What follows belongs to an exercise in optimizing a design on an open flow for small area, a short achievable clock period and few clock cycles; a production flow would make more cautious choices. The RTL was checked by simulation tests, not by an equivalence proof against the original design.

== PW ==
## dcache_top
module dcache_top (
    input  logic               clk_i,
    input  logic               rst_i,
    input  logic               p_strobe_i,
    input  logic               p_rw_i,           
    input  logic               p_flush_i,
    input  dcache_pkg::word_t  p_addr_i,
    input  dcache_pkg::word_t  p_data_i,
    input  dcache_pkg::be_t    p_be_i,
    output dcache_pkg::word_t  p_data_o,
    output logic               p_ready_o,
    output logic               busy_flushing_o,
    output logic               m_strobe_o,
    output logic               m_rw_o,           
    output dcache_pkg::word_t  m_addr_o,
    output dcache_pkg::line_t  m_data_o,
    input  dcache_pkg::line_t  m_data_i,
    input  logic               m_ready_i
);
Settings: LEC_CHECK=0, CAP_MARGIN=30, CORE_MARGIN=2, CORE_UTILIZATION=32, SETUP_SLACK_MARGIN=5, SLEW_MARGIN=40, TNS_END_PERCENT=100; clock period 10.0 ns.
standard.sh (not shown) runs the stock make flow with config.mk's settings and CLKGATE_MAP_FILE= SYNTH_SCRIPT=/design/flow/synth_recipe.tcl, a recipe that flattens the netlist after the stock synthesis.
==> flow/flow/run.sh <==
#!/bin/bash
set -euo pipefail
MARGIN=6.5
sed -E "s/SETUP_SLACK_MARGIN=[0-9.]+/SETUP_SLACK_MARGIN=${MARGIN}/" standard.sh > standard_tight.sh
grep -q "SETUP_SLACK_MARGIN=${MARGIN}" standard_tight.sh
bash standard_tight.sh > make_flow.log 2>&1
test -f out/final.def
Testbench counts of PW, summed over its fixed seeds: cycles 66,847.
Edits applied to the flow inputs when going from PW to AL:
--- a/flow/design.v
+++ b/flow/design.v
@@ -375,27 +375,28 @@
             m_strobe_q <= (req && !hit) ||
                           ((state_q == dcache_pkg::MISS_WB) && m_ready_i) ||
                           (fl_go && fl_any_q);
     end
     always_ff @(posedge clk_i)
     begin
-        m_data_q <= sel_line;
         if (idle)
         begin
             m_rw_q   <= vdirty;
             m_addr_q <= {(vdirty ? sel_tag : req_tag), req_idx, {(2+2){1'b0}}};
+            m_data_q <= sel_line;
         end
         else if (state_q == dcache_pkg::MISS_WB)
         begin
             m_rw_q   <= 1'b0;
             m_addr_q <= {tag_q, idx_q, {(2+2){1'b0}}};
         end
-        else
+        else if (fl_go)
         begin
             m_rw_q   <= 1'b1;
             m_addr_q <= {sel_tag, fl_ent_q[4-1:0], {(2+2){1'b0}}};
+            m_data_q <= sel_line;
         end
     end
     assign m_strobe_o = m_strobe_q;
     assign m_rw_o     = m_rw_q;
     assign m_addr_o   = m_addr_q;
     assign m_data_o   = m_data_q;
==> summary.txt <==
- Per the final summary, AL finished and its layout is clean on timing, DRC and antenna.
- Taking PW as the reference point, the final standard cell area without fillers of AL falls by 0.67%.
- AL has less setup slack than PW.
- Diff PW -> AL: count of flip-flops with a built-in enable after synthesis moved up; transition time of the tightest slew-check pin rose 91 ps; adder and majority cell fraction of the synthesized area has remained practically unchanged; routed wire length increased by 1.6% relative to the old numbers; via count now larger.
- AL: core utilization 0.55 points below PW
- In the flow results for PW and AL, the met3 wire length is smaller on PW.
- Against PW, AL reports a sum of net half-perimeters after detailed placement that is higher.
- AL -> PW: number of global-route vias before repair flat
Testbench counts of AL, summed over its fixed seeds: cycles 66,847.

--- another note on this design; it stands on its own ---

the baseline:
==> flow/design.v (excerpt) <==
module dcache_top (
    input  logic               clk_i,
    input  logic               rst_i,
    input  logic               p_strobe_i,
    input  logic               p_rw_i,           
    input  logic               p_flush_i,
    input  dcache_pkg::word_t  p_addr_i,
    input  dcache_pkg::word_t  p_data_i,
    input  dcache_pkg::be_t    p_be_i,
    output dcache_pkg::word_t  p_data_o,
    output logic               p_ready_o,
    output logic               busy_flushing_o,
    output logic               m_strobe_o,
    output logic               m_rw_o,           
    output dcache_pkg::word_t  m_addr_o,
    output dcache_pkg::line_t  m_data_o,
    input  dcache_pkg::line_t  m_data_i,
    input  logic               m_ready_i
);
    dcache_pkg::idx_t  ridx;
    dcache_pkg::line_t rd_line0, rd_line1;
    logic [2*16-1:0] tsel;
    dcache_pkg::tag_t  sel_tag;
    logic [16-1:0] ptr;
    logic [1:0]        rd_valid, rd_dirty;
    logic [2*16-1:0] dirty_vec;
    dcache_pkg::way_t  victim_way;
    logic [16-1:0] match0, match1;
    dcache_pkg::idx_t  wr_set;
    dcache_pkg::way_t  wr_way;
    logic              fill_we;
    dcache_pkg::tag_t  fill_tag;
    logic              fill_dirty;
    logic              word_we;
    logic [2-1:0] wr_ofs;
    dcache_pkg::be_t   wr_be;
    dcache_pkg::line_t wr_line;
    logic              clr_we;
    dcache_pkg::idx_t  clr_set;
    dcache_pkg::way_t  clr_way;
    dcache_ctrl u_ctrl (
        .clk_i           (clk_i),
        .rst_i           (rst_i),
        .p_strobe_i      (p_strobe_i),
        .p_rw_i          (p_rw_i),
        .p_flush_i       (p_flush_i),
        .p_addr_i        (p_addr_i),
        .p_data_i        (p_data_i),
        .p_be_i          (p_be_i),
        .p_data_o        (p_data_o),
        .p_ready_o       (p_ready_o),
  ...
For scale: ~12,000 cells after synthesis, roughly 5,300 flip-flops, roughly 400 I/O pins, about 200,000 um2 of cells after synthesis.
export LEC_CHECK = 0
export CAP_MARGIN = 30
export CORE_MARGIN = 2
export CORE_UTILIZATION = 32
export CTS_BUF_LIST = sky130_fd_sc_hd__clkbuf_8
export CTS_CLUSTER_SIZE = 24
export SETUP_SLACK_MARGIN = 5
export SLEW_MARGIN = 40
export TNS_END_PERCENT = 30
create_clock -name core_clock -period 10.0 [get_ports {clk_i}]
standard.sh (not shown) runs the stock make flow with config.mk's settings and CLKGATE_MAP_FILE= SYNTH_SCRIPT=/design/flow/synth_recipe.tcl, a recipe that flattens the netlist after the stock synthesis.
==> flow/flow/run.sh <==
#!/bin/bash
set -euo pipefail
MARGIN=6.5
sed -E "s/SETUP_SLACK_MARGIN=[0-9.]+/SETUP_SLACK_MARGIN=${MARGIN}/" standard.sh > standard_tight.sh
grep -q "SETUP_SLACK_MARGIN=${MARGIN}" standard_tight.sh
bash standard_tight.sh > make_flow.log 2>&1
test -f out/final.def
Testbench counts of the baseline, summed over its fixed seeds: cycles 66,847.
diff inputs: the baseline => the candidate
# the baseline
export LEC_CHECK = 0
export CAP_MARGIN = 30
export CORE_MARGIN = 2
export CORE_UTILIZATION = 32
export CTS_BUF_LIST = sky130_fd_sc_hd__clkbuf_8
export CTS_CLUSTER_SIZE = 24
export SETUP_SLACK_MARGIN = 5
export SLEW_MARGIN = 40
export TNS_END_PERCENT = 30
create_clock -name core_clock -period 10.0 [get_ports {clk_i}]
# the candidate
export LEC_CHECK = 0
export CAP_MARGIN = 30
export CORE_MARGIN = 2
export CORE_UTILIZATION = 40
export SETUP_SLACK_MARGIN = 5
export SLEW_MARGIN = 40
export TNS_END_PERCENT = 100
create_clock -name core_clock -period 10.0 [get_ports {clk_i}]
[summary]
The via count in the candidate sits 4,755 above the value recorded for the baseline. Final critical delay including setup and external delays in the candidate is 290 ps lower than in the baseline. Side by side, least setup slack across all paths after layout turned out higher in the candidate than in the baseline. The arrival time reported for the critical path endpoint in the candidate was lower than what the baseline gave. Compared to the baseline, the routing of the candidate uses more wire.

## re-timing with driven ports
The results above use ideal ports. As a check the final layouts listed here were re-extracted and re-timed, cells and wires unchanged. Step 1: set_driving_cell puts a clkbuf_16 on clk_i and a buf_2 on each other input, an assumption about the parent block. Step 2 moves the port delays by t, midway between the first and last clock arrival at a register: inputs arrive t later, outputs are due t later. That takes back most of the time a late clock gives input paths. a / b / c = ideal / step 1 / step 2; a / b = the first two.
run | shift t [ns] | slack for setup (ns) | worst hold slack (ns) | worst data-port slew with drivers (ns)
PW | 1.188 | 5.535 / 5.514 / 4.325 | 0.453 / 0.453 / 0.453 | 0.34
AL | 1.194 | 5.376 / 5.287 / 4.093 | 0.495 / 0.495 / 0.495 | 0.40
the baseline | 1.454 | 5.437 / 5.312 / 4.511 | 0.458 / 0.458 / 0.458 | 0.45
the candidate | 1.185 | 5.725 / 5.611 / 4.706 | 0.457 / 0.457 / 0.457 | 0.42
After both steps setup and hold are still met in every run listed. For AL, which loses most, drivers alone change the setup slack by -0.089 ns; drivers and shift together by -1.283 ns.
